From an optimization exercise on the open Yosys and OpenROAD flow, aimed at small area, a short achievable clock period and few clock cycles per item; shortcuts taken in it are not production practice. RTL that was checked went through simulation tests only; none was proved equivalent to the original. The RTL of run 1 was laid out without a check of its function. Power is estimated from default activity; no workload was simulated.

**flow/config.mk**
```make
export PLATFORM = sky130hd
export DESIGN_NAME = counter_based_task_scheduler
export DESIGN_NICKNAME = counter_based_task_scheduler
export VERILOG_FILES = /design/flow/design.v
export SDC_FILE = /design/flow/constraint.sdc
export NUM_CORES = 4
export LEC_CHECK = 0
export CAP_MARGIN = 20
export CORE_MARGIN = 2
export CORE_UTILIZATION = 65
export SETUP_SLACK_MARGIN = 4
export SLEW_MARGIN = 20
```
**flow/constraint.sdc**
```tcl
create_clock -name core_clock -period 10.0 [get_ports {clk}]
set_input_delay 2.0000 -clock core_clock [delete_from_list [all_inputs] [get_ports {clk}]]
set_output_delay 2.0000 -clock core_clock [all_outputs]
set_load 0.01 [all_outputs]
```
**flow/design.v**
```verilog
package cbts_pkg;
    typedef logic [1:0] mode_t;
    localparam mode_t MODE_TICK  = 2'd0;
    localparam mode_t MODE_SCHED = 2'd1;
    localparam mode_t MODE_WRITE = 2'd2;
    localparam mode_t MODE_NONE  = 2'd3;
    localparam logic [1:0] TS_RUNNABLE = 2'd0;
    localparam logic [1:0] TS_SLEEPING = 2'd1;
    localparam logic [7:0]  FULL_SLICE  = 8'hff;
    localparam logic [15:0] TPS_DEFAULT = 16'd100;
    typedef struct packed {
        logic        used;
        logic [1:0]  status;
        logic [7:0]  slice;
        logic [7:0]  nice;
        logic [31:0] alarm;
    } slot_entry_t;
    typedef logic [3:0] state_t;
    localparam state_t ST_IDLE    = 4'd0;
    localparam state_t ST_WRITE   = 4'd1;
    localparam state_t ST_TICK_RD = 4'd2;
    localparam state_t ST_TICK_WR = 4'd3;
    localparam state_t ST_PASS1   = 4'd4;
    localparam state_t ST_DECIDE1 = 4'd5;
    localparam state_t ST_PASS2   = 4'd6;
    localparam state_t ST_DECIDE2 = 4'd7;
    localparam state_t ST_FINISH  = 4'd8;
    typedef struct packed {
        logic accept;
        logic pass_start;
        logic refill;
        logic pass_run;
        logic write_slot;
        logic tick_rd;
        logic tick_wr;
        logic set_run;
        logic load_out;
    } cmd_t;
    typedef struct packed {
        logic pass_done;
        logic any_runnable;
        logic found;
    } sts_t;
endpackage
module counter_based_task_scheduler
#(
    parameter int SLOTS = 16
)
(
    input  logic        clk,
    input  logic        rst_n,
    input  logic        cfg_wr_en,
    input  logic [15:0] cfg_wr_data,
    input  logic        in_valid,
    output logic        in_stall,
    input  logic [1:0]  mode,
    input  logic [3:0]  slot,
    input  logic        used,
    input  logic [1:0]  task_status,
    input  logic [7:0]  slice_left,
    input  logic [7:0]  niceness,
    input  logic [31:0] wake_tick,
    output logic        out_valid,
    input  logic        out_stall,
    output logic [3:0]  current_task,
    output logic        switched,
    output logic        refilled,
    output logic [31:0] tick_total,
    output logic [31:0] seconds_up
);
    localparam logic [1:0] C_RUN   = 2'b00;
    localparam logic [1:0] C_RIPE  = 2'b01;
    localparam logic [1:0] C_SLEEP = 2'b10;
    localparam logic [1:0] C_NEVER = 2'b11;
    logic [1:0]  cls_r   [SLOTS];
    logic [7:0]  slice_r [SLOTS];
    logic [7:0]  rnice_r [SLOTS];    
    logic [31:0] alarm_r [SLOTS];
    logic [3:0]  run_r;
    logic [31:0] tick_r;
    logic [15:0] sub_r;
    logic [31:0] secs_r;
    logic [15:0] tps_r;
    logic             vb_r;          
    logic             pb_r;          
    logic             rfb_r;         
    logic             rollb_r;       
    logic [SLOTS-1:0] mids_r;        
    logic [SLOTS-1:0] midn_r;
    logic        ov_r;
    logic        sw_r;
    logic        rf_r;
    logic [31:0] tick_o;
    logic accept, fire_b;
    assign in_stall = ov_r && out_stall;
    assign accept   = in_valid && !in_stall;
    assign fire_b   = vb_r && !in_stall;
    logic do_tick, do_sched, do_write;
    assign do_tick  = accept && (mode == 2'd0);
    assign do_sched = accept && (mode == 2'd1);
    assign do_write = accept && (mode == 2'd2);
    logic [SLOTS-1:0] kbit_s [8];
    logic [SLOTS-1:0] kbit_n [8];
    always_comb
        for (int b = 0; b < 8; b++)
            for (int i = 0; i < SLOTS; i++)
            begin
                kbit_s[b][i] = slice_r[i][b];
                kbit_n[b][i] = rnice_r[i][b];
            end
    function automatic logic [SLOTS-1:0] elim2(input logic [SLOTS-1:0] a,
                                               input logic [SLOTS-1:0] hi,
                                               input logic [SLOTS-1:0] lo);
        logic [SLOTS-1:0] h3;
        logic [SLOTS-1:0] h2;
        logic [SLOTS-1:0] h1;
        h3 = a & hi & lo;
        h2 = a & hi;
        h1 = a & lo;
        if (|h3)
            elim2 = h3;
        else if (|h2)
            elim2 = h2;
        else if (|h1)
            elim2 = h1;
        else
            elim2 = a;
    endfunction
    logic [SLOTS-1:0] runnable, has;
    logic             any_run, refill;
    always_comb
        for (int i = 0; i < SLOTS; i++)
        begin
            runnable[i] = !cls_r[i][1];
            has[i]      = runnable[i] && (slice_r[i] != 8'd0);
        end
    assign any_run = |runnable;
    assign refill  = any_run && !(|has);
    logic [SLOTS-1:0] as3, an3, as2, an2;
    assign as3 = elim2(runnable, kbit_s[7], kbit_s[6]);
    assign an3 = elim2(runnable, kbit_n[7], kbit_n[6]);
    assign as2 = elim2(as3, kbit_s[5], kbit_s[4]);
    assign an2 = elim2(an3, kbit_n[5], kbit_n[4]);
    logic [SLOTS-1:0] as0, an0, fin, first;
    assign as0 = elim2(elim2(mids_r, kbit_s[3], kbit_s[2]), kbit_s[1], kbit_s[0]);
    assign an0 = elim2(elim2(midn_r, kbit_n[3], kbit_n[2]), kbit_n[1], kbit_n[0]);
    assign fin = rfb_r ? an0 : as0;
    always_comb
    begin
        first = '0;
        for (int i = 0; i < SLOTS; i++)
            first[i] = fin[i] && !(|(fin & ((SLOTS)'(1) << i) - (SLOTS)'(1)));
    end
    logic [3:0] best;
    always_comb
    begin
        best = 4'd0;
        for (int i = 0; i < SLOTS; i++)
            if (first[i])
                best = best | 4'(i);
    end
    logic [SLOTS-1:0] run_oh;
    always_comb
        for (int i = 0; i < SLOTS; i++)
            run_oh[i] = pb_r ? first[i] : (run_r == 4'(i));
    logic [32:0] tick_inc;
    logic [15:0] sub_inc;
    logic        sec_roll;
    assign tick_inc = {1'b0, tick_r} + 33'd1;
    assign sub_inc  = sub_r + 16'd1;
    assign sec_roll = (sub_inc >= tps_r);
    logic [1:0] wr_cls_used;    
    always_comb
    begin
        if (task_status == 2'd0)
            wr_cls_used = C_RUN;
        else if (task_status == 2'd1 && wake_tick != 32'd0)
            wr_cls_used = (tick_r >= wake_tick) ? C_RIPE : C_SLEEP;
        else
            wr_cls_used = C_NEVER;
    end
    always_ff @(posedge clk or negedge rst_n)
    begin
        if (!rst_n)
        begin
            ov_r    <= 1'b0;
            vb_r    <= 1'b0;
            pb_r    <= 1'b0;
            run_r   <= 4'd0;
            tick_r  <= 32'd0;
            sub_r   <= 16'd0;
            secs_r  <= 32'd0;
            tps_r   <= 16'd100;
        end
        else
        begin
            ov_r <= fire_b || (ov_r && out_stall);
            if (cfg_wr_en)
                tps_r <= cfg_wr_data;
            if (!in_stall)
            begin
                vb_r <= accept;
                pb_r <= do_sched;
            end
            if (do_tick)
            begin
                tick_r <= tick_inc[31:0];
                if (sec_roll)
                    sub_r <= 16'd0;
                else
                    sub_r <= sub_inc;
            end
            if (fire_b)
            begin
                if (pb_r)
                    run_r <= best;
                if (rollb_r)
                    secs_r <= secs_r + 32'd1;
            end
        end
    end
    always_ff @(posedge clk)
    begin
        if (!in_stall)
        begin
            rfb_r   <= refill;
            rollb_r <= do_tick && sec_roll;
            mids_r  <= as2;
            midn_r  <= an2;
        end
        if (fire_b)
        begin
            sw_r   <= pb_r && (best != run_r);
            rf_r   <= pb_r && rfb_r;
            tick_o <= tick_r;
        end
    end
    for (genvar i = 0; i < SLOTS; i++)
    begin : g_slot
        logic       wr_i, dec_i, eq_i;
        logic [1:0] cls_n;
        assign wr_i  = do_write && (slot == 4'(i));
        assign dec_i = do_tick && run_oh[i] && (slice_r[i] != 8'd0);
        assign eq_i  = (alarm_r[i] == tick_inc[31:0]);
        always_comb
        begin
            cls_n = cls_r[i];
            if (wr_i)
                cls_n = (i == 0 || used) ? wr_cls_used : C_NEVER;
            else if (do_sched && cls_r[i] == C_RIPE)
                cls_n = C_RUN;
            else if (do_tick && cls_r[i] == C_SLEEP && eq_i)
                cls_n = C_RIPE;
            else if (do_tick && cls_r[i] == C_RIPE && tick_inc[32])
                cls_n = C_SLEEP;
        end
        always_ff @(posedge clk or negedge rst_n)
            if (!rst_n)
                cls_r[i] <= (i == 0) ? C_RUN : C_NEVER;
            else
                cls_r[i] <= cls_n;
        if (i == 0)
        begin : g_rst
            always_ff @(posedge clk or negedge rst_n)
            begin
                if (!rst_n)
                begin
                    slice_r[i] <= 8'd0;
                    rnice_r[i] <= 8'hff;
                end
                else if (wr_i)
                begin
                    slice_r[i] <= slice_left;
                    rnice_r[i] <= ~niceness;
                end
                else if (dec_i)
                    slice_r[i] <= slice_r[i] - 8'd1;
                else if (do_sched && refill && runnable[i])
                    slice_r[i] <= rnice_r[i];
            end
        end
        else
        begin : g_nrst
            always_ff @(posedge clk)
            begin
                if (wr_i)
                begin
                    slice_r[i] <= slice_left;
                    rnice_r[i] <= ~niceness;
                end
                else if (dec_i)
                    slice_r[i] <= slice_r[i] - 8'd1;
                else if (do_sched && refill && runnable[i])
                    slice_r[i] <= rnice_r[i];
            end
        end
        always_ff @(posedge clk)
            if (wr_i)
                alarm_r[i] <= wake_tick;
    end
    assign out_valid    = ov_r;
    assign current_task = run_r;
    assign switched     = sw_r;
    assign refilled     = rf_r;
    assign tick_total   = tick_o;
    assign seconds_up   = secs_r;
endmodule
```
**flow/run.sh**
```bash
#!/bin/bash
# synth_recipe.tcl (not shown) runs the flow's synth.tcl, then flattens the netlist and writes it again
# the make line also repeats each setting of config.mk as NAME=value (left out here)
make -C /OpenROAD-flow-scripts/flow DESIGN_CONFIG=/design/flow/config.mk WORK_HOME=/design/flow/orfs CLKGATE_MAP_FILE= SYNTH_SCRIPT=/design/flow/synth_recipe.tcl finish
```
==> summary.txt, run 1 <==
The area of the mapped netlist came out at about 49000 um2. Relative to the synthesized area, the layout overhead comes to 14.5%. The internal power summed over all cells came out at 0.00726 W.

The cell area after placement came out at 52700 um2. The final setup skew is approximately 70 ps. The maximum number of pins on one net before global-route repair is 85. The worst pin sits at a relative slew slack of 0.146.

The area used by multi-input combinational logic came out at about 20000 um2. The standby leakage power came out at 20.2 nW. The library cells used most frequently in the layout, excluding fill and tap cells, are sky130_fd_sc_hd__edfxtp_1 (820), sky130_fd_sc_hd__xor2_1 (354), sky130_fd_sc_hd__nand2_1 (347), sky130_fd_sc_hd__xnor2_1 (324), sky130_fd_sc_hd__o21ai_0 (264). In the detailed route, the total length drawn on met2 is 89200 um.

The instance count of the mapped netlist is 4204. After detailed routing, the number of remaining DRC violations is 0. During synthesis, Yosys emitted a total of 7 warnings. The final instance count without filler cells is 5482. In this run the tool buffered the top-level ports with 149 buffer cells. The layout has 4407 filler cells. The area inside the core boundary is 75700 um2. The data arrival time of the worst path came out at 7070 ps. Counting flops with a built-in enable in the synthesized netlist gives 820. The net count after synthesis is 4365. The clock network fraction of design power is 0.371. The total routing resource utilization after global routing is 0.521. The top-area cell type share of the netlist area is 0.498.

The met3 layer wire length in the routed design is between 30000 and 40000 um. The fraction of final layout cells with drive strength greater than 1 came out at 0.117. Derived from the worst setup path, the maximum achievable clock frequency is 154 MHz. The number of primary I/O pins came out at 150. The synthesized design spends more area on one cell type than any other, namely sky130_fd_sc_hd__edfxtp_1. The number of antenna violations at the first check in global routing came out at 15. The detailed-route via count came out at 41223. The run finished with no timing, DRC or antenna violations. The largest fanout of any net on the critical path is 18. The part of the Yosys area used for sequential elements is 0.575. The area of the die came out at 78400 um2. The number of synthesized register bits came out at 971. The register area is 28500 um2. After global routing the overflow that remains totals 0.

After routing, the total negative slack on setup checks comes to 0 ps. The category of the critical setup timing path is input port to flip-flop. Of the total power, the share spent switching nets is 0.303. By area the synthesized netlist is led by sky130_fd_sc_hd__edfxtp_1 (50%), sky130_fd_sc_hd__xor2_1 (6.6%), sky130_fd_sc_hd__xnor2_1 (5.9%), sky130_fd_sc_hd__dfrtp_1 (5.6%), sky130_fd_sc_hd__o21ai_0 (2.7%). The fraction of registers with async set or reset after synthesis is 0.156. For this design the total switching power over the nets is between 0.003 and 0.004 W. The required time at the endpoint of the critical path is roughly 11000 ps. STA classifies the critical path endpoint as a flip-flop. The unique cell type count in the Yosys netlist is between 90 and 100. The wire length of the first global-routing pass came out at 287000 um. For this run, the leading register cell type out of synthesis is sky130_fd_sc_hd__edfxtp_1. The most common library cell in the layout ignoring fill and taps is sky130_fd_sc_hd__edfxtp_1. The sum of net half-perimeters after detailed placement came out at 132000 um. The number of nets in the layout came out at 4574. The TritonCTS buffer count came out at 96.

The share of total power dissipated in combinational logic is 0.164. The final worst slack is 3520 ps. The floorplan die width is roughly 280 um. In this run the clock root is driven by a sky130_fd_sc_hd__clkbuf_16. The final estimated routing congestion in global placement is 1.09.

The via count of the first global-routing pass came out at 39300. Across the run, the number of max-cap violations was 0. The max-slew violation count is 0. The final-report hold violation count was 0.

The placed instance count came out at around 5300. The starting density of the core is 0.654. The clock transition at the register clock pins on the worst setup and hold paths after CTS came out at 70 ps. The sequential cell fraction of total power is 0.465.

The final design area excluding fillers came out at 56700 um2. The vias per cell came out at about 7.5. The minimum setup slack after placement is 2890 ps.

The average size of a mapped cell is 11.8 um2. The clock tree buffer depth came out at 3. The type of the worst min-delay path is flip-flop to flip-flop.

VDD sags by at most 0.206 mV. The sum of routed wire segments on met1 came out at 63800 um. The overall routed net length came out at 209000 um.

The shortest clock period the worst path allows after layout is 6480 ps. The power per standard cell area is 184 nW/um2. The kind of start point of the critical path is an input port.

Setup repair after global routing could not meet its margin everywhere. The floorplan die height came out at approximately 280 um. The initial DRC count is 8264.

The H-tree depth is 3. After detailed routing, no signal wire sits above met5. The post-route fraction of the period consumed by the critical path is 0.648. The detail-routed net length per standard cell came out at 38.1 um. Setup violations remaining at the end of the flow were counted as 0. The transition time of the tightest slew-check pin is 1280 ps. The number of placement rows came out at 101. The CTS tree is built.

The clock sink total is 971. The clock latency at the later pin of the worst-skew pair came out at 730 ps. The count of TritonRoute iterations in the first routing pass came out at 7. The count of antenna-violating nets left after detailed routing is 0.
[Yosys cell counts (9+ instances only)]
| master | number |
|---|---|
| sky130_fd_sc_hd__nor3_1 | 61 |
| sky130_fd_sc_hd__nand4_1 | 148 |
| sky130_fd_sc_hd__inv_1 | 172 |
| sky130_fd_sc_hd__nor2_1 | 206 |
| sky130_fd_sc_hd__mux2i_1 | 110 |
| sky130_fd_sc_hd__nor2b_1 | 26 |
| sky130_fd_sc_hd__nand2b_1 | 12 |
| sky130_fd_sc_hd__mux2_2 | 15 |
| sky130_fd_sc_hd__o221ai_1 | 16 |
| sky130_fd_sc_hd__a31oi_1 | 19 |
| sky130_fd_sc_hd__ha_1 | 83 |
| sky130_fd_sc_hd__o211ai_1 | 49 |
| sky130_fd_sc_hd__and2_1 | 26 |
| sky130_fd_sc_hd__a211oi_1 | 32 |
| sky130_fd_sc_hd__a21o_1 | 18 |
| sky130_fd_sc_hd__nand2_1 | 352 |
| sky130_fd_sc_hd__a22oi_1 | 57 |
| sky130_fd_sc_hd__nand3_1 | 109 |
| sky130_fd_sc_hd__a22o_1 | 29 |
| sky130_fd_sc_hd__buf_2 | 15 |
| sky130_fd_sc_hd__a2111oi_0 | 15 |
| sky130_fd_sc_hd__o2111ai_1 | 12 |
| sky130_fd_sc_hd__o22ai_1 | 43 |
| sky130_fd_sc_hd__xnor2_1 | 335 |
| sky130_fd_sc_hd__o21a_1 | 12 |
| sky130_fd_sc_hd__dfstp_2 | 41 |
| sky130_fd_sc_hd__edfxtp_1 | 820 |
| sky130_fd_sc_hd__nor4_1 | 117 |
| sky130_fd_sc_hd__xor2_1 | 373 |
| sky130_fd_sc_hd__and3_1 | 40 |
| sky130_fd_sc_hd__o221a_2 | 31 |
| sky130_fd_sc_hd__clkbuf_1 | 152 |
| sky130_fd_sc_hd__or3_1 | 26 |
| sky130_fd_sc_hd__buf_1 | 9 |
| sky130_fd_sc_hd__a221oi_1 | 20 |
| sky130_fd_sc_hd__dfrtp_1 | 110 |
| sky130_fd_sc_hd__a21oi_1 | 101 |
| sky130_fd_sc_hd__o21ai_0 | 266 |
[power groups by stage]
stage / sequential (W) / clock [W] / combinational [W]
finish: 0.00484 / 0.00387 / 0.00171
global route: 0.00485 / 0.00394 / 0.00176
CTS: 0.00481 / 0.00377 / 0.00157
detailed placement: 0.00490 / 0 / 0.00151
global placement: 0.00489 / 0 / 0.00147
floorplan: 0.00476 / 0 / 0.000958
[routing by layer]
layer | vias to the layer above | GRT usage
met5 | - | 0
met4 | 16 | 0.459
met3 | 1422 | 0.167
met2 | 4450 | 0.779
met1 | 19326 | 0.607
li1 | 16009 | -
[registers in the layout, summed over array words and instances, names as in the netlist]
register / count
pb_r: 1
ov_r: 1
midn_r: 16
cls_r: 32
sub_r: 16
rf_r: 1
secs_r: 32
rnice_r: 128
mids_r: 16
vb_r: 1
slice_r: 128
tps_r: 16
rfb_r: 1
tick_o: 32
run_r: 4
alarm_r: 512
sw_r: 1
rollb_r: 1
tick_r: 32
[metrics by stage]
| stage | total power [W] | hold slack (ps) | utilization |
|---|---|---|---|
| floorplan | 0.00572 | 449 | - |
| CTS | 0.0102 | 482 | 0.743 |
| global route | 0.0105 | 513 | 0.749 |
| detailed placement | 0.00640 | 470 | 0.696 |
| global placement | 0.00636 | 461 | 0.696 |
| finish | 0.0104 | 476 | 0.749 |
[cell families after synthesis]
family | Yosys count | share of synthesized area
mux | 125 | 0.0257
xor+xnor | 708 | 0.125
compound gates | 791 | 0.107
flops | 971 | 0.575
simple gates | 1169 | 0.118
buf+inv | 357 | 0.0281
fa+ha+maj | 83 | 0.0210
[final timing paths]
check | startpoint | end | slack [ps] | depth (start not counted)
worst min-delay path | secs_r[31] | secs_r[31] | 480 | 1
worst min register to register | secs_r[31] | secs_r[31] | 480 | 1
worst max-delay path | wake_tick[29] | cls_r[13][1] | 3520 | 13
worst max register to register | tick_r[0] | cls_r[10][0] | 3670 | 19
max in group asynchronous | rst_n | tick_r[29] | 6950 | 2
min in group asynchronous | rst_n | secs_r[5] | 1410 | 1
[repair_timing]
| action | in CTS | in global routing |
|---|---|---|
| hold buffers | 0 | 0 |
| buffers inserted | 11 | 18 |
| pin swaps | 7 | 9 |
| cloned | 0 | 1 |
| resized for setup | 27 | 43 |
| setup endpoints to repair | 214 | 236 |
[final cells by class]
type | instances | share of cell area
antenna | 10 | 0.000442
timing repair buffer | 292 | 0.0464
sequential | 971 | 0.502
multi-input combinational | 2877 | 0.360
clock inverter | 67 | 0.0139
inverter | 175 | 0.0117
clock buffer | 112 | 0.0442
tap | 978 | 0.0216
[worst max-delay path, stage by stage]
cell and delay, ps:
sky130_fd_sc_hd__clkdlybuf4s50_1 1320, sky130_fd_sc_hd__inv_1 150, sky130_fd_sc_hd__ha_1 390, sky130_fd_sc_hd__nand4_1 120, sky130_fd_sc_hd__nor2_1 740, sky130_fd_sc_hd__o211ai_1 350, sky130_fd_sc_hd__nor2_1 500, sky130_fd_sc_hd__nor2_1 70
sky130_fd_sc_hd__and3_1 300, sky130_fd_sc_hd__o31ai_1 160, sky130_fd_sc_hd__o2bb2ai_1 180, sky130_fd_sc_hd__and2_1 570, sky130_fd_sc_hd__o22ai_1 190
==> run 2, diff against run 1 <==
--- a/flow/design.v
+++ b/flow/design.v
@@ -70,6 +70,6 @@
 );
-    localparam logic [1:0] C_RUN   = 2'b00;
-    localparam logic [1:0] C_RIPE  = 2'b01;
-    localparam logic [1:0] C_SLEEP = 2'b10;
-    localparam logic [1:0] C_NEVER = 2'b11;
+    localparam logic [1:0] C_NEVER = 2'b00;
+    localparam logic [1:0] C_SLEEP = 2'b01;
+    localparam logic [1:0] C_RUN   = 2'b10;
+    localparam logic [1:0] C_RIPE  = 2'b11;
     logic [1:0]  cls_r   [SLOTS];
@@ -77,3 +77,3 @@
     logic [7:0]  rnice_r [SLOTS];    
-    logic [31:0] alarm_r [SLOTS];
+    logic [31:0] alarm_r [SLOTS];    
     logic [3:0]  run_r;
@@ -93,10 +93,37 @@
     logic [31:0] tick_o;
-    logic accept, fire_b;
+    logic accept, fire_a, fire_b;
     assign in_stall = ov_r && out_stall;
     assign accept   = in_valid && !in_stall;
+    assign fire_a   = va_r && !in_stall;
     assign fire_b   = vb_r && !in_stall;
+    logic        va_r;
+    logic [1:0]  a_mode;
+    logic [3:0]  a_slot;
+    logic        a_used;
+    logic [1:0]  a_status;
+    logic [7:0]  a_slice;
+    logic [7:0]  a_nice;
+    logic [31:0] a_alarm;
+    always_ff @(posedge clk or negedge rst_n)
+        if (!rst_n)
+            va_r <= 1'b0;
+        else if (!in_stall)
+            va_r <= accept;
+    always_ff @(posedge clk)
+        if (accept)
+        begin
+            a_mode   <= mode;
+            a_slot   <= slot;
+            a_used   <= used;
+            a_status <= task_status;
+            a_slice  <= slice_left;
+            a_nice   <= niceness;
+            a_alarm  <= wake_tick;
+        end
+    logic [31:0] a_alarm_m1;
+    assign a_alarm_m1 = a_alarm - 32'd1;
     logic do_tick, do_sched, do_write;
-    assign do_tick  = accept && (mode == 2'd0);
-    assign do_sched = accept && (mode == 2'd1);
-    assign do_write = accept && (mode == 2'd2);
+    assign do_tick  = fire_a && (a_mode == 2'd0);
+    assign do_sched = fire_a && (a_mode == 2'd1);
+    assign do_write = fire_a && (a_mode == 2'd2);
     logic [SLOTS-1:0] kbit_s [8];
@@ -133,3 +160,3 @@
         begin
-            runnable[i] = !cls_r[i][1];
+            runnable[i] = cls_r[i][1];
             has[i]      = runnable[i] && (slice_r[i] != 8'd0);
@@ -138,3 +165,3 @@
     assign refill  = any_run && !(|has);
-    logic [SLOTS-1:0] as3, an3, as2, an2;
+    logic [SLOTS-1:0] as3, an3, as2, an2, as1, an1;
     assign as3 = elim2(runnable, kbit_s[7], kbit_s[6]);
@@ -143,5 +170,7 @@
     assign an2 = elim2(an3, kbit_n[5], kbit_n[4]);
+    assign as1 = elim2(as2, kbit_s[3], kbit_s[2]);
+    assign an1 = elim2(an2, kbit_n[3], kbit_n[2]);
     logic [SLOTS-1:0] as0, an0, fin, first;
-    assign as0 = elim2(elim2(mids_r, kbit_s[3], kbit_s[2]), kbit_s[1], kbit_s[0]);
-    assign an0 = elim2(elim2(midn_r, kbit_n[3], kbit_n[2]), kbit_n[1], kbit_n[0]);
+    assign as0 = elim2(mids_r, kbit_s[1], kbit_s[0]);
+    assign an0 = elim2(midn_r, kbit_n[1], kbit_n[0]);
     assign fin = rfb_r ? an0 : as0;
@@ -174,6 +203,6 @@
     begin
-        if (task_status == 2'd0)
+        if (a_status == 2'd0)
             wr_cls_used = C_RUN;
-        else if (task_status == 2'd1 && wake_tick != 32'd0)
-            wr_cls_used = (tick_r >= wake_tick) ? C_RIPE : C_SLEEP;
+        else if (a_status == 2'd1 && a_alarm != 32'd0)
+            wr_cls_used = (tick_r >= a_alarm) ? C_RIPE : C_SLEEP;
         else
@@ -201,3 +230,3 @@
             begin
-                vb_r <= accept;
+                vb_r <= fire_a;
                 pb_r <= do_sched;
@@ -227,4 +256,4 @@
             rollb_r <= do_tick && sec_roll;
-            mids_r  <= as2;
-            midn_r  <= an2;
+            mids_r  <= as1;
+            midn_r  <= an1;
         end
@@ -241,5 +270,5 @@
         logic [1:0] cls_n;
-        assign wr_i  = do_write && (slot == 4'(i));
+        assign wr_i  = do_write && (a_slot == 4'(i));
         assign dec_i = do_tick && run_oh[i] && (slice_r[i] != 8'd0);
-        assign eq_i  = (alarm_r[i] == tick_inc[31:0]);
+        assign eq_i  = (alarm_r[i] == tick_r);
         always_comb
@@ -248,3 +277,3 @@
             if (wr_i)
-                cls_n = (i == 0 || used) ? wr_cls_used : C_NEVER;
+                cls_n = (i == 0 || a_used) ? wr_cls_used : C_NEVER;
             else if (do_sched && cls_r[i] == C_RIPE)
@@ -272,4 +301,4 @@
                 begin
-                    slice_r[i] <= slice_left;
-                    rnice_r[i] <= ~niceness;
+                    slice_r[i] <= a_slice;
+                    rnice_r[i] <= ~a_nice;
                 end
@@ -287,4 +316,4 @@
                 begin
-                    slice_r[i] <= slice_left;
-                    rnice_r[i] <= ~niceness;
+                    slice_r[i] <= a_slice;
+                    rnice_r[i] <= ~a_nice;
                 end
@@ -298,3 +327,3 @@
             if (wr_i)
-                alarm_r[i] <= wake_tick;
+                alarm_r[i] <= a_alarm_m1;
     end
--- a/flow/config.mk
+++ b/flow/config.mk
@@ -10,3 +10,5 @@
 export CORE_UTILIZATION = 65
-export SETUP_SLACK_MARGIN = 4
+export CTS_CLUSTER_DIAMETER = 80
+export CTS_CLUSTER_SIZE = 24
+export SETUP_SLACK_MARGIN = 5
 export SLEW_MARGIN = 20
==> run 2 against run 1 <==
  * Still clean on timing, DRC and antenna
  * Register-to-register slack improved by 1400 ps
  * Critical path depth decreased by 9
  * First-iteration DRC count decreased by 12%
  * Power decreased by 1.2%
  * Synthesized cell count increased by 6.1%
  * Critical path type is now input port to primary output
  * Highest routed layer unchanged
==> summary.txt, run 2 <==
The cell area after placement is 54900 um2 (+4.2%). The part of the Yosys area used for sequential elements is 0.582 (+0.00658). The register name with the most flops is alarm_r. The detail-routed net length per standard cell is 34.1 um (-10%). The area inside the core boundary came to 79000 um2 (+4.4%). The floorplan die width is 286 um (+2.3%). The maximum vdd ir drop was 0.190 mV (-7.7%). The final setup skew was 64.4 ps (-5.60 ps).

The fmax came out at 201 MHz (+31%). The worst setup path is launched from an input port. The final setup TNS is 0 ps (unchanged). The CTS tree is built. The floorplan die height came out at 286 um (+2.3%). The hold buffer count at cts was 0 (unchanged). The worst register-to-register path ends at slice_r[15][0]. Sorting the synthesized cells by area gives the leading types as sky130_fd_sc_hd__edfxtp_1 (51%), sky130_fd_sc_hd__xnor2_1 (7.2%), sky130_fd_sc_hd__dfrtp_1 (6.8%), sky130_fd_sc_hd__xor2_1 (4.5%), sky130_fd_sc_hd__nand2_1 (3.1%). The maximum number of pins on one net before global-route repair was 84 (-1.2%). In this run the critical register-to-register path is launched from rnice_r[3][1].

The number of antenna violations at the first check in global routing is 11 (-4). In the post-synthesis netlist, the cell with the most instances is sky130_fd_sc_hd__edfxtp_1. The normalized max-slew margin came to 0.139 (-0.00740). The standby leakage power is 20.4 nW (+0.51%). The top-area cell type share of the netlist area is 0.508 (+0.0103). The shortest clock period the worst path allows after layout is 4960 ps (-1510 ps). The wire length of the first global-routing pass is 276000 um (-4.1%). The critical path capture point is in_stall.

The area of the mapped netlist came out at 51800 um2 (+4.8%). The instance count of the mapped netlist is 4461 (+6.1%). The vias per cell is 7.11 (-5.4%). The area of the die came out at 82000 um2 (+4.7%). The initial DRC count was 7266 (-12%). The total routing resource utilization after global routing is 0.474 (-0.0472). The count of antenna-violating nets left after detailed routing came out at 0 (unchanged). By count the netlist is led by sky130_fd_sc_hd__edfxtp_1 (877), sky130_fd_sc_hd__nand2_1 (434), sky130_fd_sc_hd__xnor2_1 (424).

In the layout the commonest cells are sky130_fd_sc_hd__edfxtp_1 (877), sky130_fd_sc_hd__nand2_1 (427), sky130_fd_sc_hd__xnor2_1 (403), sky130_fd_sc_hd__xor2_1 (266), sky130_fd_sc_hd__o21ai_0 (263). The fraction of power spent switching nets was 0.330 (+0.0271). The fill cell total of the finished layout is 5368 (+22%). The depth of the most critical reg-to-reg path is 15 (-4). The placed instance count came out at 5540 (+5.3%). The Yosys warning count is 7 (unchanged). The fraction of final layout cells with drive strength greater than 1 came out at 0.104 (-0.0123). The required time at the endpoint of the critical path is 8000 ps (-2590 ps). The number of endpoints failing setup at the final stage was 0 (unchanged). The number of flip-flops under the largest register name came out at 512 (unchanged). The H-tree depth was 2 (-1). The net count after synthesis came out at 4623 (+5.9%). The worst setup path is captured at a primary output. The largest fanout of any net on the critical path is 10 (-8). The root buffer cell is sky130_fd_sc_hd__clkbuf_16. The run finished with no timing, DRC or antenna violations. The via count of the first global-routing pass came to 38155 (-2.9%). The clock tree buffer depth is 3 (unchanged). The most common library cell in the layout ignoring fill and taps is sky130_fd_sc_hd__edfxtp_1. The clock transition at the register clock pins on the worst setup and hold paths after CTS is 90 ps (+20 ps).

The sum of net half-perimeters after detailed placement came out at 134000 um (+1.5%). The transition time of the tightest slew-check pin is 1280 ps (+3.30 ps). The clock latency at the later pin of the worst-skew pair is 700 ps (-30 ps).

The unique cell type count in the Yosys netlist came to 100 (+7.5%). The TritonCTS buffer count is 54 (-44%). The fraction of registers with async set or reset after synthesis is 0.148 (-0.00779).

The final instance count without filler cells came out at 5739 (+4.7%). The switching power is 0.00339 W (+7.7%). The clock network fraction of design power is 0.248 (-0.123). The count of TritonRoute iterations in the first routing pass is 10 (+3).

The utilization after layout is 0.735 (-0.0137). The number of synthesized register bits is 1029 (+6.0%). The power per standard cell area came out at 177 nW/um2 (-3.6%). The residual overflow from global routing came to 0 (unchanged). The post-detailed-route DRC marker count came out at 0 (unchanged). The number of max-cap violations came out at 0 (unchanged).

The minimum setup slack after placement is 3620 ps (+722 ps). The detailed-route via count is 40825 (-0.97%). The average size of a mapped cell was 11.6 um2 (-1.3%). The number of primary I/O pins is 150 (unchanged).

The register area is 30200 um2 (+6.1%). The max-slew violation count was 0 (unchanged). The final estimated routing congestion in global placement is 1.11 (+2.5%). Setup repair after global routing left no endpoint under its margin. The critical path launch point is out_stall.

The category of the critical setup timing path is input port to primary output. The area used by multi-input combinational logic came out at 21100 um2 (+3.3%). The tightest min-delay check is of the flip-flop to flip-flop type.

The internal power summed over all cells is 0.00690 W (-5.0%). The clock sink total came out at 1029 (+6.0%). The number of placement rows is 103 (+2.0%). The main flop type after synthesis is sky130_fd_sc_hd__edfxtp_1. The combinational fraction of design power came out at 0.244 (+0.080). The final design area excluding fillers came to 58100 um2 (+2.5%). The post-route fraction of the period consumed by the critical path is 0.496 (-0.151). The flop-to-flop setup slack is 5050 ps (+1380 ps). The overall routed net length is 196000 um (-6.1%). The final worst slack is 5040 ps (+1510 ps).

The sequential cell fraction of total power is 0.508 (+0.043). The number of buffers added on ports came to 149 (unchanged). The post-synthesis to final-layout area growth came out at 12.0%. The largest registers in the layout are alarm_r (512), rnice_r (128), slice_r (128). The number of nets in the layout came out at 4798 (+4.9%). The data arrival time of the worst path is 2960 ps (-4110 ps).

The final-report hold violation count is 0 (unchanged). The starting density of the core is 0.656 (+0.00258). The number of enable-type register cells in the synthesized netlist came out at 877 (+7.0%). Of all cell types, the one taking the most synthesized area is sky130_fd_sc_hd__edfxtp_1.
## run 2: cell count changes after synthesis, moves of 22 or more
cell                       change
sky130_fd_sc_hd__nand3_1      +54
sky130_fd_sc_hd__mux2i_1      -67
sky130_fd_sc_hd__xnor2_1      +89
sky130_fd_sc_hd__dfstp_2      -29
sky130_fd_sc_hd__dfrtp_1      +30
sky130_fd_sc_hd__o22ai_1      -32
sky130_fd_sc_hd__inv_1        +27
sky130_fd_sc_hd__nor2_1       +27
sky130_fd_sc_hd__nand2_1      +82
sky130_fd_sc_hd__nor3_1       +22
sky130_fd_sc_hd__edfxtp_1     +57
sky130_fd_sc_hd__xor2_1      -107
## run 2: layout make-up
cell class                 instances  area share
sequential                      1029       0.520
clock buffer                      83      0.0253
multi-input combinational       3018       0.363
tap                             1050      0.0226
inverter                         203      0.0133
timing repair buffer             330      0.0515
antenna                            9    0.000388
clock inverter                    17     0.00440
## run 2: metrics by stage
stage / hold WS (ps) / power [W]
floorplan: 387 / 0.00653
global placement: 432 / 0.00740
detailed placement: 449 / 0.00743
CTS: 463 / 0.00997
global route: 504 / 0.0105
finish: 471 / 0.0103
## run 2: worst min path at each step
stage / to / slack [ps] / start / cells after the start
3_5_place_dp: rnice_r[0][5] / 450 / a_nice[5] / 1
6_report: rnice_r[0][5] / 470 / a_nice[5] / 1
3_3_place_gp: rnice_r[0][7] / 430 / a_nice[7] / 1
2_1_floorplan: rnice_r[0][0] / 390 / a_nice[0] / 1
5_1_grt: va_r / 500 / va_r / 1
4_1_cts: rnice_r[0][5] / 460 / a_nice[5] / 1
## run 2: layer usage
metal	track usage	vias up	part of all wire	routed length (um)
met2	0.715	3527	0.44	85300
met1	0.593	19515	0.33	64900
li1	-	16758	-	-
met3	0.133	1017	0.14	26700
met4	0.336	8	0.097	19000
met5	0	-	0.00040	78
## run 2: worst max-delay path: stages
cell and delay [ps]:
sky130_fd_sc_hd__buf_6 170, sky130_fd_sc_hd__nand2_8 110, sky130_fd_sc_hd__inv_4 130, sky130_fd_sc_hd__clkdlybuf4s50_1 530
## run 2: kinds of logic (layout without fill, tap and decap cells)
logic type,after synthesis,in the layout,share of synthesized area
xor gates and xnor gates,690,690,0.117
other,0,9,0
buffers and inverters,422,633,0.0318
DFF,1029,1029,0.582
AOI/OAI and AO/OA,845,846,0.111
adders and majority gates,84,84,0.0203
muxes,50,50,0.00982
and+or+nand+nor,1341,1348,0.129
## run 2: timing repair
item,in CTS,in global routing
pin swaps,11,26
buffers inserted,16,64
endpoints found under the setup margin,455,214
resized for setup,73,87
cloned,3,5
## run 2: power by group through the flow
stage / Clock, W / Combinational [W] / Sequential [W]
after floorplan: 0 / 0.00137 / 0.00516
after global placement: 0 / 0.00211 / 0.00529
after detailed placement: 0 / 0.00213 / 0.00530
after CTS: 0.00253 / 0.00223 / 0.00521
after global routing: 0.00267 / 0.00262 / 0.00524
final: 0.00255 / 0.00251 / 0.00523
Testbench counts of run 2, summed over its fixed seeds: cycles 9,624, items 9,600.
==> run 3, diff against run 2 <==
--- a/flow/design.v
+++ b/flow/design.v
@@ -155,2 +155,9 @@
     endfunction
+    function automatic logic [SLOTS-1:0] elim1(input logic [SLOTS-1:0] a,
+                                               input logic [SLOTS-1:0] b);
+        if (|(a & b))
+            elim1 = a & b;
+        else
+            elim1 = a;
+    endfunction
     logic [SLOTS-1:0] runnable, has;
@@ -170,7 +177,7 @@
     assign an2 = elim2(an3, kbit_n[5], kbit_n[4]);
-    assign as1 = elim2(as2, kbit_s[3], kbit_s[2]);
-    assign an1 = elim2(an2, kbit_n[3], kbit_n[2]);
+    assign as1 = elim1(as2, kbit_s[3]);
+    assign an1 = elim1(an2, kbit_n[3]);
     logic [SLOTS-1:0] as0, an0, fin, first;
-    assign as0 = elim2(mids_r, kbit_s[1], kbit_s[0]);
-    assign an0 = elim2(midn_r, kbit_n[1], kbit_n[0]);
+    assign as0 = elim2(elim1(mids_r, kbit_s[2]), kbit_s[1], kbit_s[0]);
+    assign an0 = elim2(elim1(midn_r, kbit_n[2]), kbit_n[1], kbit_n[0]);
     assign fin = rfb_r ? an0 : as0;
@@ -190,6 +197,11 @@
     end
-    logic [SLOTS-1:0] run_oh;
+    logic [SLOTS-1:0] run_dec, run_oh;
+    logic             same;      
     always_comb
         for (int i = 0; i < SLOTS; i++)
-            run_oh[i] = pb_r ? first[i] : (run_r == 4'(i));
+        begin
+            run_dec[i] = (run_r == 4'(i));
+            run_oh[i]  = pb_r ? first[i] : run_dec[i];
+        end
+    assign same = (|(first & run_dec)) || (!(|fin) && run_dec[0]);
     logic [32:0] tick_inc;
@@ -261,3 +273,3 @@
         begin
-            sw_r   <= pb_r && (best != run_r);
+            sw_r   <= pb_r && !same;
             rf_r   <= pb_r && rfb_r;
==> flow/flow/run.sh (new file) <==
#!/bin/bash
set -euo pipefail
export SETUP_SLACK_MARGIN=5.6
bash standard.sh > standard.log 2>&1
==> flow/standard.sh (new file) <==
#!/bin/bash
# synth_recipe.tcl (not shown) runs the flow's synth.tcl, then flattens the netlist and writes it again
# the make line also repeats each setting of config.mk as NAME=value (left out here)
make -C /OpenROAD-flow-scripts/flow DESIGN_CONFIG=/design/flow/config.mk WORK_HOME=/design/flow/orfs CLKGATE_MAP_FILE= SYNTH_SCRIPT=/design/flow/synth_recipe.tcl "${@:-finish}"
--- a/flow/config.mk
+++ b/flow/config.mk
@@ -12,3 +12,2 @@
 export CTS_CLUSTER_SIZE = 24
-export SETUP_SLACK_MARGIN = 5
 export SLEW_MARGIN = 20
removed: flow/run.sh
==> run 3 against run 2 <==
  * Still clean on timing, DRC and antenna
  * Cell area rose by 5.7%
  * Clock power decreased by 3%
  * First-iteration DRC count is 0.65% higher
  * Cell count up 1.4%
  * Core utilization rose by 4.1 points
  * Die area grew 0.34%
  * Power increased by 6.2%
  * Clock skew is 38 ps lower
  * Critical path depth rose by 17
  * Largest cell class unchanged
  * Highest routed layer unchanged
==> summary.txt, run 3 <==
The Yosys warning count was 7 (unchanged). The residual overflow from global routing came out at 0 (unchanged). The clock tree buffer depth came out at 3 (unchanged). The number of endpoints failing setup at the final stage came out at 0 (unchanged).

The initial DRC count is 7313 (+0.65%). The sum of net half-perimeters after detailed placement was 133000 um (-0.63%). The area of the die came out at 82300 um2 (+0.34%). The detail-routed net length per standard cell was 35.5 um (+4.1%). The min-delay analysis places its worst path in the category flip-flop to flip-flop. The fmax is 209 MHz (+3.8%). Walking the worst path, the cells encountered are a22o_1, a221oi_2, buf_4, and4_2, o211ai_1, o2111ai_2, or3_4, o31a_4, o21ai_2, a22oi_2, buf_4, nand4_4, buf_6, buf_6, nor3_4, buf_4, buf_6, a21oi_4, buf_12, mux2i_1, o21ai_0. The overall routed net length is 207000 um (+5.6%).

The transition time of the tightest slew-check pin came out at 1240 ps (-41.5 ps). The number of enable-type register cells in the synthesized netlist is 877 (unchanged). The vias per cell came to 7.36 (+3.5%). The power per standard cell area is 178 nW/um2 (+0.48%). The library cells used most frequently in the layout, excluding fill and tap cells, are sky130_fd_sc_hd__edfxtp_1 (877), sky130_fd_sc_hd__xor2_1 (384), sky130_fd_sc_hd__nand2_1 (354), sky130_fd_sc_hd__xnor2_1 (289), sky130_fd_sc_hd__buf_4 (248). The slowest cell on the critical path is sky130_fd_sc_hd__edfxtp_1. The final setup skew is 26.4 ps (-38.0 ps).

The post-route fraction of the period consumed by the critical path is 0.478 (-0.0182). The met3 routing resource usage after global routing is 0.161 (+0.0271). The standby leakage power came out at 22.6 nW (+11%). The number of antenna violations at the first check in global routing came to 15 (+4). The critical path capture point is slice_r[15][7]. The top-area cell type share of the netlist area is 0.506 (-0.00176). The global-route layer with the greatest usage is met2. The detailed-route via count came out at 42837 (+4.9%). The global routing met2 resource utilization came to 0.729 (+0.0144). The largest registers in the layout are alarm_r (512), rnice_r (128), slice_r (128). The depth of the most critical reg-to-reg path came out at 21 (+6). In the synthesized netlist the dominant register cell turns out to be sky130_fd_sc_hd__edfxtp_1.

The clock sink total was 1029 (unchanged). The number of placement rows was 103 (unchanged). After synthesis, the cell types taking the most area are sky130_fd_sc_hd__edfxtp_1 (51%), sky130_fd_sc_hd__dfrtp_1 (6.7%), sky130_fd_sc_hd__xor2_1 (6.5%), sky130_fd_sc_hd__xnor2_1 (5.3%), sky130_fd_sc_hd__nand2_1 (2.7%). The library cell used most frequently in the layout, excluding fill and tap cells, is sky130_fd_sc_hd__edfxtp_1. The post-synthesis to final-layout area growth came out at 18.0%. The fraction of registers with async set or reset after synthesis is 0.148 (unchanged). The CTS tree is built. The maximum vdd ir drop came out at 0.192 mV (+1.1%). The fraction of final layout cells with drive strength greater than 1 was 0.174 (+0.0700). The maximum number of pins on one net before global-route repair is 63 (-25%). The maximum cell stage delay along the critical path came out at 520 ps (about the same). The most common cell in the synthesized netlist is sky130_fd_sc_hd__edfxtp_1. The H-tree depth came out at 2 (unchanged). The kind of start point of the critical path is a flip-flop.

The max-slew violation count is 0 (unchanged). The data arrival time of the worst path came out at 5160 ps (+2200 ps). The required time at the endpoint of the critical path was 10380 ps (+2380 ps). The largest total area in the synthesized netlist belongs to sky130_fd_sc_hd__edfxtp_1. The root buffer cell is sky130_fd_sc_hd__clkbuf_16. The number of buffers added on ports was 149 (unchanged). The area of the mapped netlist came out at 52000 um2 (+0.35%). The clock latency at the later pin of the worst-skew pair is 680 ps (-20 ps).

The number of flip-flops under the largest register name was 512 (unchanged). The floorplan die height came to 287 um (+0.17%). The final-report hold violation count came to 0 (unchanged).

The wire length of the first global-routing pass is 288000 um (+4.6%). The capturing point of the worst reg2reg path is slice_r[15][7]. The normalized max-slew margin came out at 0.173 (+0.0347). The average size of a mapped cell came out at 11.9 um2 (+2.0%). The flop-to-flop setup slack came out at 5220 ps (+170 ps). The part of the Yosys area used for sequential elements is 0.580 (-0.00201).

The category of the critical setup timing path is flip-flop to flip-flop. The final worst hold slack came out at 410 ps (-61.5 ps). The total routing resource utilization after global routing was 0.493 (+0.0194). The via count of the first global-routing pass is 40431 (+6.0%). The count of antenna-violating nets left after detailed routing is 0 (unchanged). The cell area after placement came out at 55200 um2 (+0.48%). The starting density of the core was 0.658 (+0.00121). The met1 demand-to-capacity share in global routing is 0.605 (+0.0121). The number of primary I/O pins is 150 (unchanged). The number of max-cap violations is 0 (unchanged). The TritonCTS buffer count is 52 (-3.7%). The unique cell type count in the Yosys netlist is 90 (-10%). The final setup TNS is 0 ps (unchanged). The beginning of the worst register-to-register path is slice_r[5][2]. The floorplan die width is 287 um (+0.17%).

The run finished with no timing, DRC or antenna violations. The count of TritonRoute iterations in the first routing pass is 10 (unchanged). The startpoint of the most critical hold path is a_nice[5]. Setup repair after global routing could not meet its margin everywhere. The final estimated routing congestion in global placement is 1.16 (+4.0%). The net count after synthesis is 4551 (-1.6%). The shortest clock period the worst path allows after layout came out at 4780 ps (-182 ps). The number of nets in the layout was 4880 (+1.7%).

STA classifies the critical path endpoint as a flip-flop. The number of synthesized register bits was 1029 (unchanged). In the synthesized netlist, the cells that appear most often are sky130_fd_sc_hd__edfxtp_1 (877), sky130_fd_sc_hd__xor2_1 (385), sky130_fd_sc_hd__nand2_1 (374). Counting flops per register, the top entry is alarm_r. The critical path launch point is slice_r[5][2].

The instance count of the mapped netlist came out at 4389 (-1.6%). The final design area excluding fillers is 61400 um2 (+5.7%). The largest fanout of any net on the critical path is 9 (-1).

The post-detailed-route DRC marker count came out at 0 (unchanged). The area inside the core boundary is 79100 um2 (+0.16%). The clock transition at the register clock pins on the worst setup and hold paths after CTS is 100 ps (about the same).
-- run 3: final cells by class --
| class | instances | area, um2 |
|---|---|---|
| well taps | 1050 | 1310 |
| repair inverters | 1 | 7.51 |
| inverters | 206 | 831 |
| multi-input cells | 2949 | 22900 |
| repair buffers | 479 | 4520 |
| clock inverters | 16 | 175 |
| flip-flops and latches | 1029 | 30200 |
| clock buffers | 82 | 1450 |
| diodes | 9 | 22.5 |
| fillers | 4854 | 17700 |
-- run 3: worst min-delay path by stage --
stage / endpoint / slack (ps) / cells past startpoint
floorplan: rnice_r[0][0] / 380 / 1
global placement: rnice_r[0][5] / 400 / 1
detailed placement: rnice_r[0][5] / 400 / 1
CTS: rnice_r[0][5] / 410 / 1
global route: rnice_r[0][3] / 440 / 1
finish: rnice_r[0][5] / 410 / 1
-- run 3: cell families (layout without fill, tap and decap cells) --
kind of cell,after synthesis,in the layout,share of synthesized area
simple gates,1255,1264,0.121
flops,1029,1029,0.580
compound gates,807,810,0.111
xor+xnor,697,697,0.117
buf+inv,423,784,0.0323
mux,94,94,0.0185
fa+ha+maj,84,84,0.0202
other cells,0,9,0
-- run 3: through the flow --
step | util | total power [W] | std cells | worst slack (ps)
final | 0.776 | 0.0109 | 5821 | 5220
after global routing | 0.776 | 0.0111 | 5812 | 5150
after CTS | 0.754 | 0.0104 | 5732 | 5440
after detailed placement | 0.697 | 0.00743 | 5458 | 3440
after global placement | 0.697 | 0.00741 | 5457 | 3320
after floorplan | - | 0.00651 | 4389 | 5600
-- run 3: layer usage --
metal | vias to the layer above | part of all wire
met3 | 1278 | 0.15
met5 | - | 0.0010
met1 | 20471 | 0.32
met2 | 4073 | 0.43
met4 | 12 | 0.10
li1 | 17003 | -
-- run 3: critical path: cells and delay by family, from the launching register on --
kind,cells,cell delay (ps)
buffers and inverters,7,990
and+or+nand+nor,4,930
muxes,1,210
AOI/OAI and AO/OA,9,1780
DFF,1,520
-- run 3: repair_timing --
item,in CTS,in global routing
hold buffers,0,0
resized for setup,348,225
setup endpoints to repair,755,377
gates cloned,15,8
buffers inserted,161,71
pin swaps,114,99
-- run 3: report_power, final --
group          switching, W  total, W  internal [W]
combinational       0.00198   0.00324       0.00126
sequential         0.000276   0.00521       0.00494
clock               0.00143   0.00248       0.00105
Testbench counts of run 3, summed over its fixed seeds: cycles 9,624, items 9,600.
==> run 4, diff against run 3 <==
--- a/flow/design.v
+++ b/flow/design.v
@@ -302,2 +302,7 @@
                 cls_r[i] <= cls_n;
+        logic       rf_i, ld_i;
+        logic [7:0] slice_d;
+        assign rf_i    = do_sched && refill && runnable[i];
+        assign ld_i    = wr_i || rf_i || dec_i;
+        assign slice_d = wr_i ? a_slice : rf_i ? rnice_r[i] : (slice_r[i] - 8'd1);
         if (i == 0)
@@ -311,11 +316,9 @@
                 end
-                else if (wr_i)
+                else
                 begin
-                    slice_r[i] <= a_slice;
-                    rnice_r[i] <= ~a_nice;
+                    if (wr_i)
+                        rnice_r[i] <= ~a_nice;
+                    if (ld_i)
+                        slice_r[i] <= slice_d;
                 end
-                else if (dec_i)
-                    slice_r[i] <= slice_r[i] - 8'd1;
-                else if (do_sched && refill && runnable[i])
-                    slice_r[i] <= rnice_r[i];
             end
@@ -327,10 +330,5 @@
                 if (wr_i)
-                begin
-                    slice_r[i] <= a_slice;
                     rnice_r[i] <= ~a_nice;
-                end
-                else if (dec_i)
-                    slice_r[i] <= slice_r[i] - 8'd1;
-                else if (do_sched && refill && runnable[i])
-                    slice_r[i] <= rnice_r[i];
+                if (ld_i)
+                    slice_r[i] <= slice_d;
             end
==> flow/run.sh (new file) <==
#!/bin/bash
# synth_recipe.tcl (not shown) runs the flow's synth.tcl, then flattens the netlist and writes it again
# the make line also repeats each setting of config.mk as NAME=value (left out here)
make -C /OpenROAD-flow-scripts/flow DESIGN_CONFIG=/design/flow/config.mk WORK_HOME=/design/flow/orfs CLKGATE_MAP_FILE= SYNTH_SCRIPT=/design/flow/synth_recipe.tcl finish
--- a/flow/config.mk
+++ b/flow/config.mk
@@ -12,2 +12,3 @@
 export CTS_CLUSTER_SIZE = 24
+export SETUP_SLACK_MARGIN = 5
 export SLEW_MARGIN = 20
removed: flow/flow/run.sh
removed: flow/standard.sh
==> run 4 against run 3 <==
  * Power shrank 4.3%
  * Synthesized cell count down 4.1%
  * Synthesized area is 3.4% lower
  * First-iteration DRC count is 2.2% lower
  * Worst setup slack got worse by 330 ps
  * Non-clock buffer count is 159 lower
  * Via count decreased by 9.1%
  * Largest cell class unchanged
  * Fmax decreased by 6.4%
  * Cell area decreased by 8.5%
  * Clock skew grew 38 ps
  * Highest routed layer unchanged
  * Still clean
==> summary.txt, run 4 <==
The flow ran to the end and the layout has no timing, DRC or antenna violations. sky130_fd_sc_hd__edfxtp_1 takes more of the synthesized area than any other cell. The vias per cell was 7.11 (-3.4%). The number of synthesized register bits came out at 1029 (unchanged). The fraction of registers with async set or reset after synthesis came out at 0.148 (unchanged). The clock network fraction of design power came out at 0.242 (+0.015). After global routing, the most crowded layer is met2.

STA classifies the critical path startpoint as a flip-flop. The tree is rooted in a sky130_fd_sc_hd__clkbuf_16. The number of endpoints failing setup at the final stage came out at 0 (unchanged). The final setup TNS is 0 ps (unchanged).

The via count of the first global-routing pass came to 36686 (-9.3%). The final estimated routing congestion in global placement came out at 1.12 (-3.5%). Among all flip-flop cells after synthesis, the most frequent one is sky130_fd_sc_hd__edfxtp_1. The average size of a mapped cell came out at 11.9 um2 (+0.71%). The min-delay analysis places its worst path in the category flip-flop to flip-flop. The fmax came out at 196 MHz (-6.4%). The shortest clock period the worst path allows after layout was 5110 ps (+329 ps). The wire length of the first global-routing pass is 256000 um (-11%). The number of placement rows is 101 (-1.9%).

The clock sink total came out at 1029 (unchanged). The met1 demand-to-capacity share in global routing is 0.604 (-0.00101). The Yosys warning count was 7 (unchanged). The area of the die was 79600 um2 (-3.3%). The minimum setup slack after placement was 3060 ps (-373 ps). The TritonCTS buffer count came out at 53 (+1.9%). The maximum number of pins on one net before global-route repair was 62 (-1.6%). The global routing met2 resource utilization came out at 0.646 (-0.0831). The starting density of the core is 0.660 (+0.00207).

The required time at the endpoint of the critical path is 10560 ps (+180 ps). The power per standard cell area came out at 186 nW/um2 (+4.6%). The floorplan die height is 282 um (-1.7%). The net count after synthesis is 4357 (-4.3%).

Yosys instantiated no cell more often than sky130_fd_sc_hd__edfxtp_1. The normalized max-slew margin came out at 0.168 (-0.00551). The worst register-to-register path begins at slice_r[3][1]. The startpoint of the most critical hold path is a_nice[6]. The final-report hold violation count came out at 0 (unchanged). The standby leakage power is 19.9 nW (-12%).

The final worst hold slack is 437 ps (+27.9 ps). The fraction of final layout cells with drive strength greater than 1 is 0.0993 (-0.0749). The H-tree depth is 2 (unchanged). The total routing resource utilization after global routing came out at 0.458 (-0.0355). By area the synthesized netlist is led by sky130_fd_sc_hd__edfxtp_1 (52%), sky130_fd_sc_hd__xnor2_1 (8.0%), sky130_fd_sc_hd__dfrtp_1 (7.0%), sky130_fd_sc_hd__xor2_1 (4.2%), sky130_fd_sc_hd__o21ai_0 (3.2%). The overall routed net length came out at 183000 um (-11%). The data arrival time of the worst path came out at 5670 ps (+510 ps).

The number of max-cap violations is 0 (unchanged). The fill cell total of the finished layout was 5037 (+3.8%). The floorplan die width is 282 um (-1.7%). The initial DRC count is 7151 (-2.2%). Leaving out fill and tap cells, the most frequent cells in the layout are sky130_fd_sc_hd__edfxtp_1 (877), sky130_fd_sc_hd__xnor2_1 (438), sky130_fd_sc_hd__nand2_1 (397), sky130_fd_sc_hd__o21ai_0 (310), sky130_fd_sc_hd__xor2_1 (242). The max-slew violation count came out at 0 (unchanged). Setup repair after global routing left no endpoint under its margin. The top-area cell type share of the netlist area was 0.524 (+0.0178). The number of enable-type register cells in the synthesized netlist came out at 877 (unchanged). Leaving out fill and tap cells, the most frequent cell in the layout is sky130_fd_sc_hd__edfxtp_1.

The number of buffers added on ports is 149 (unchanged). The post-synthesis to final-layout area growth is 11.8%. The detailed-route via count came to 38945 (-9.1%). The final setup skew came out at 64.8 ps (+38.5 ps). The final instance count without filler cells came to 5477 (-5.9%). The number of nets in the layout is 4541 (-6.9%). The number of flip-flops under the largest register name came out at 512 (unchanged). The unique cell type count in the Yosys netlist came to 87 (-3.3%). The category of the critical setup timing path is flip-flop to flip-flop. The clock transition at the register clock pins on the worst setup and hold paths after CTS came out at 90 ps (about the same). The post-route fraction of the period consumed by the critical path came out at 0.511 (+0.0329). alarm_r holds more flip-flops than any other register. The final worst slack is 4890 ps (-329 ps). The largest fanout of any net on the critical path came out at 16 (+7). The clock latency at the later pin of the worst-skew pair came to 720 ps (+40 ps). The utilization after layout is 0.737 (-0.0387).

The switching power came out at 0.00352 W (-4.6%). The number of antenna violations at the first check in global routing is 15 (unchanged). The detail-routed net length per standard cell came out at 33.5 um (-5.8%). In the final layout, the registers with the most flip-flops are alarm_r (512), rnice_r (128), slice_r (128).

The sequential cell fraction of total power came out at 0.507 (+0.030). The count of antenna-violating nets left after detailed routing came out at 0 (unchanged). The area used by multi-input combinational logic is 19400 um2 (-15%).

The residual overflow from global routing is 0 (unchanged). The met3 routing resource usage after global routing is 0.206 (+0.0451). After synthesis, the most frequently instantiated cells are sky130_fd_sc_hd__edfxtp_1 (877), sky130_fd_sc_hd__xnor2_1 (457), sky130_fd_sc_hd__nand2_1 (400). The CTS tree is built. The placed instance count is 5291 (-3.1%). In this run the worst setup path begins at slice_r[3][1]. The sum of net half-perimeters after detailed placement came out at 124000 um (-7.1%). The count of TritonRoute iterations in the first routing pass came out at 10 (unchanged).

The clock tree buffer depth is 3 (unchanged). The maximum vdd ir drop came to 0.195 mV (+1.5%). The part of the Yosys area used for sequential elements came out at 0.600 (+0.0204). The internal power summed over all cells is 0.00694 W (-4.2%).

The number of primary I/O pins is 150 (unchanged). The area of the mapped netlist was 50300 um2 (-3.4%). The area inside the core boundary is 76200 um2 (-3.7%). The instance count of the mapped netlist is 4210 (-4.1%).

The register area is 30200 um2 (about the same). The post-detailed-route DRC marker count is 0 (unchanged). The transition time of the tightest slew-check pin came to 1250 ps (+9.63 ps).

The combinational fraction of design power came out at 0.251 (-0.045). The fraction of power spent switching nets came out at 0.337 (-0.000963). The endpoint type of the worst setup path is a flip-flop.
[run 4: changes by cell type after synthesis, moves of 19 or more]
cell                       change
sky130_fd_sc_hd__nor2_1       -38
sky130_fd_sc_hd__o221ai_1     +25
sky130_fd_sc_hd__nor4_1       -32
sky130_fd_sc_hd__o21a_1       -19
sky130_fd_sc_hd__xor2_1      -143
sky130_fd_sc_hd__xnor2_1     +145
sky130_fd_sc_hd__nand2_1      +26
sky130_fd_sc_hd__mux2i_1      -62
sky130_fd_sc_hd__o211ai_1     -52
sky130_fd_sc_hd__o21ai_0     +128
sky130_fd_sc_hd__o311ai_0     -33
sky130_fd_sc_hd__nand4_1      +39
sky130_fd_sc_hd__nand3_1      -40
[run 4: stage by stage]
step | power, W | instance area (um2)
3_5_place_dp | 0.00756 | 53300
2_1_floorplan | 0.00666 | 50300
5_1_grt | 0.0107 | 56200
3_3_place_gp | 0.00754 | 53300
6_report | 0.0105 | 56200
4_1_cts | 0.0101 | 55600
[run 4: repair_timing]
item | CTS | global route
cloned | 2 | 5
pin swaps | 19 | 18
hold buffers | 0 | 0
setup buffers | 33 | 38
resized for setup | 64 | 45
setup endpoints to repair | 586 | 235
[run 4: worst paths after layout]
check | to | slack [ps] | cells after the start
hold reg to reg | rnice_r[0][6] | 440 | 1
setup reg to reg | slice_r[0][2] | 4890 | 13
setup / recovery | slice_r[0][2] | 4890 | 13
min in group asynchronous | secs_r[26] | 1250 | 1
hold / removal | rnice_r[0][6] | 440 | 1
max in group asynchronous | cls_r[1][1] | 6860 | 3
[run 4: logic make-up (layout without fill, tap and decap cells)]
group / Yosys count / after routing / share of synthesized area
multiplexers: 20 / 20 / 0.00406
AND/OR/NAND/NOR: 1189 / 1192 / 0.118
other: 0 / 8 / 0
adder cells (fa/ha/maj): 69 / 69 / 0.0172
flip-flops: 1029 / 1029 / 0.600
buffers and inverters: 393 / 617 / 0.0307
XOR/XNOR: 699 / 699 / 0.122
AO/OA/AOI/OAI: 811 / 813 / 0.108
[run 4: critical path, cell delays in order (launching register included)]
cell	delay (ps)
sky130_fd_sc_hd__edfxtp_1	450
sky130_fd_sc_hd__inv_1	180
sky130_fd_sc_hd__ha_1	230
sky130_fd_sc_hd__nand2_1	310
sky130_fd_sc_hd__or3_1	540
sky130_fd_sc_hd__o31ai_1	590
sky130_fd_sc_hd__nand4_1	160
sky130_fd_sc_hd__or2_2	330
sky130_fd_sc_hd__nor4b_2	240
sky130_fd_sc_hd__buf_4	340
sky130_fd_sc_hd__nand2_1	580
sky130_fd_sc_hd__nand3_2	620
sky130_fd_sc_hd__o21ai_0	200
sky130_fd_sc_hd__a22o_1	210
[run 4: final cells by class]
class | instances | area share
clock buffer | 86 | 0.0265
antenna | 8 | 0.000356
multi-input combinational | 2793 | 0.345
sequential | 1029 | 0.537
tap | 1030 | 0.0229
timing repair buffer | 320 | 0.0513
clock inverter | 14 | 0.00396
inverter | 197 | 0.0134
[run 4: power groups by stage]
stage / registers, W / clock network [W] / logic [W]
floorplan: 0.00521 / 0 / 0.00145
global placement: 0.00536 / 0 / 0.00218
detailed placement: 0.00537 / 0 / 0.00219
CTS: 0.00527 / 0.00251 / 0.00235
global route: 0.00531 / 0.00265 / 0.00273
finish: 0.00530 / 0.00253 / 0.00263
[run 4: routing by layer]
layer / routed length, um / vias up
met5: 438 / -
met4: 10900 / 18
met3: 33100 / 795
met2: 75500 / 3525
met1: 63400 / 18692
li1: - / 15915
Testbench counts of run 4, summed over its fixed seeds: cycles 9,624, items 9,600.
==> run 5, diff against run 4 <==
==> flow/flow/run.sh (new file) <==
#!/bin/bash
set -euo pipefail
export SETUP_SLACK_MARGIN=5.3
bash standard.sh > standard.log 2>&1
==> flow/standard.sh (new file) <==
#!/bin/bash
# synth_recipe.tcl (not shown) runs the flow's synth.tcl, then flattens the netlist and writes it again
# the make line also repeats each setting of config.mk as NAME=value (left out here)
make -C /OpenROAD-flow-scripts/flow DESIGN_CONFIG=/design/flow/config.mk WORK_HOME=/design/flow/orfs CLKGATE_MAP_FILE= SYNTH_SCRIPT=/design/flow/synth_recipe.tcl "${@:-finish}"
--- a/flow/config.mk
+++ b/flow/config.mk
@@ -12,3 +12,2 @@
 export CTS_CLUSTER_SIZE = 24
-export SETUP_SLACK_MARGIN = 5
 export SLEW_MARGIN = 20
removed: flow/run.sh
==> run 5 against run 4 <==
  * Still clean on timing, DRC and antenna
  * Global-route usage rose by 0.92 points
  * Clock power decreased by 3%
  * Count of clock-buffer cells in the layout fell by 4
  * Flip-flop and latch count unchanged
  * Sequential power fell by 1%
  * Combinational power grew 17%
  * Largest power group unchanged
  * Highest routed layer unchanged
==> summary.txt, run 5 <==
The detailed-route via count came out at 39646 (+1.8%). The largest fanout of any net on the critical path is 7 (-9). Ranked by instance count, the synthesized netlist is headed by sky130_fd_sc_hd__edfxtp_1 (877), sky130_fd_sc_hd__xnor2_1 (457), sky130_fd_sc_hd__nand2_1 (400).

The sum of net half-perimeters after detailed placement was 126000 um (+2.1%). The total power after layout was 0.0108 W (+3.2%). The critical path capture point is slice_r[6][3]. The final setup skew came out at 40.9 ps (-23.9 ps). The power per standard cell area came out at 189 nW/um2 (+1.7%). The starting density of the core came out at 0.660 (unchanged). The vias per cell is 7.20 (+1.2%).

The number of placement rows was 101 (unchanged). The endpoint identified for the worst register-to-register timing path is slice_r[6][3]. STA classifies the critical path endpoint as a flip-flop. The maximum number of pins on one net before global-route repair came out at 81 (+31%).

Setup repair after global routing could not meet its margin everywhere. The combinational fraction of design power came to 0.286 (+0.035). The required time at the endpoint of the critical path came out at 10400 ps (-160 ps). The number of endpoints failing setup at the final stage is 0 (unchanged). The normalized max-slew margin was 0.184 (+0.0162). The final design area excluding fillers came out at 57000 um2 (+1.4%). The routed length on met2 came out at 78200 um (+3.6%). Signal routing reaches up to met5. sky130_fd_sc_hd__edfxtp_1 takes more of the synthesized area than any other cell. The number of antenna violations at the first check in global routing is 8 (-7).

The depth of the most critical reg-to-reg path came out at 15 (+2). The TritonCTS buffer count came out at 52 (-1.9%). The cell count along the critical path came out at 15 (+2).

Among all cell types in the netlist, the one instantiated most often is sky130_fd_sc_hd__edfxtp_1. The count of antenna-violating nets left after detailed routing is 0 (unchanged). The clock sink total came out at 1029 (unchanged). The number of flip-flops under the largest register name came out at 512 (unchanged). The number of synthesized register bits came out at 1029 (unchanged).

The number of max-cap violations is 0 (unchanged). The sequential cell fraction of total power came out at 0.486 (-0.021). The area of the mapped netlist came out at 50300 um2 (unchanged). The transition time of the tightest slew-check pin came out at 1210 ps (-33.6 ps).

The unique cell type count in the Yosys netlist came out at 87 (unchanged). The buffer and inverter count on the worst path is 2 (unchanged). The flop-to-flop setup slack was 5200 ps (+310 ps).

The area of the die is 79600 um2 (unchanged). The most repeated library cell on the critical path is sky130_fd_sc_hd__o211ai_1. The internal power summed over all cells came out at 0.00709 W (+2.2%). More flip-flops sit in one register than any other, and that register is alarm_r.

The net count after synthesis is 4357 (unchanged). The most critical setup path has its startpoint at mids_r[11]. The run finished with no timing, DRC or antenna violations.

The average size of a mapped cell came out at 11.9 um2 (unchanged). The critical path goes through a22o_1, a221oi_2, and4_4, o211ai_1, or2_2, nand4_1, nor4_1, a21boi_4, buf_12, o221a_1, nand4bb_4, or4_4, o32a_1, o211ai_1, buf_4. The area inside the core boundary is 76200 um2 (unchanged).
==> run 5: cell types whose count changed in the layout (fill, tap and decap cells not counted), sizes merged <==
cell           previous run  this run
or4                       8         9
buf                     171       206
and4                      9        10
o211a                     7         8
inv                     202       203
nand2                   400       402
a21oi                   110       111
diode                     8         3
clkbuf                   86        82
bufbuf                    1         0
clkdlybuf4s15             1         0
a2111oi                  13        12
==> run 5: worst register-to-register path, delay by kind of cell (launching register included) <==
| family | cells | cell delay (ps) |
|---|---|---|
| AND/OR/NAND/NOR | 6 | 1830 |
| AO/OA/AOI/OAI | 7 | 1770 |
| flip-flops | 1 | 490 |
| buffers and inverters | 2 | 410 |
==> run 5: worst min path at each step <==
stage,slack (ps),start,to,cells past startpoint
floorplan,410,a_nice[0],rnice_r[0][0],1
global placement,420,a_nice[7],rnice_r[0][7],1
detailed placement,420,a_nice[5],rnice_r[0][5],1
CTS,440,a_nice[4],rnice_r[0][4],1
global route,450,a_nice[7],rnice_r[0][7],1
finish,440,a_nice[4],rnice_r[0][4],1
==> run 5: kinds of logic (layout without fill, tap and decap cells) <==
kind of cell               count (synthesis)  count (layout)  share of synthesized area
other                                      0               3                          0
adders and majority gates                 69              69                     0.0172
buffers and inverters                    393             647                     0.0307
and+or+nand+nor                         1189            1196                      0.118
muxes                                     20              20                    0.00406
AOI/OAI and AO/OA                        811             814                      0.108
xor gates and xnor gates                 699             699                      0.122
DFF                                     1029            1029                      0.600
==> run 5: area by class of cell <==
class | instances | area (um2)
multi-input cells | 2798 | 20000
fillers | 4761 | 19200
inverters | 197 | 748
flip-flops and latches | 1029 | 30200
clock buffers | 82 | 1440
clock inverters | 15 | 189
well taps | 1030 | 1290
repair buffers | 353 | 3130
diodes | 3 | 7.51
==> run 5: power by group through the flow <==
stage	Sequential, W	Clock (W)	Combinational, W
after global routing	0.00525	0.00258	0.00317
after floorplan	0.00521	0	0.00145
after global placement	0.00530	0	0.00227
after detailed placement	0.00531	0	0.00229
after CTS	0.00522	0.00244	0.00267
final	0.00524	0.00246	0.00309
==> run 5: per-stage QoR <==
step | setup slack (ps) | instances | util | hold slack [ps]
detailed placement | 3100 | 5295 | 0.699 | 420
global route | 5180 | 5504 | 0.748 | 455
CTS | 5300 | 5470 | 0.735 | 440
floorplan | 5330 | 4210 | - | 407
global placement | 2950 | 5293 | 0.699 | 415
finish | 5200 | 5507 | 0.748 | 435
==> run 5: routing by layer <==
layer | up-vias | global-route usage
met5 | - | 0
met4 | 16 | 0.230
met3 | 804 | 0.195
met2 | 3892 | 0.667
met1 | 18957 | 0.617
li1 | 15977 | -
==> run 5: what timing repair did <==
action                                  4_1_cts  5_1_grt
cloned                                        9        2
pin swaps                                    34       51
hold buffers                                  0        0
endpoints found under the setup margin      961      319
gates resized for setup                     109      111
buffers inserted                             69       32

==> separate check: timing with driven ports <==
Ports are ideal in the flow. The routed layouts listed here were re-timed in OpenROAD. Step 1, drivers: a clkbuf_16 drives clk and a buf_2 each remaining input, both assumed. Step 2, shift: input delay + t, output delay - t, t = (earliest + latest rising clock arrival at the registers) / 2. This alone moves slack from input paths to output paths. Slacks: ideal ports / drivers / drivers and shift; pairs: ideal ports / drivers.
| run | t (ns) | setup WS [ns] |
|---|---|---|
| run 1 | 0.773 | 3.522 / 3.569 / 2.796 |
| run 2 | 0.738 | 5.036 / 4.997 / 4.457 |
| run 3 | 0.742 | 5.218 / 5.218 / 4.728 |
| run 4 | 0.757 | 4.889 / 4.889 / 4.280 |
| run 5 | 0.749 | 5.202 / 5.202 / 4.601 |
After both steps setup and hold are still met in every run listed.
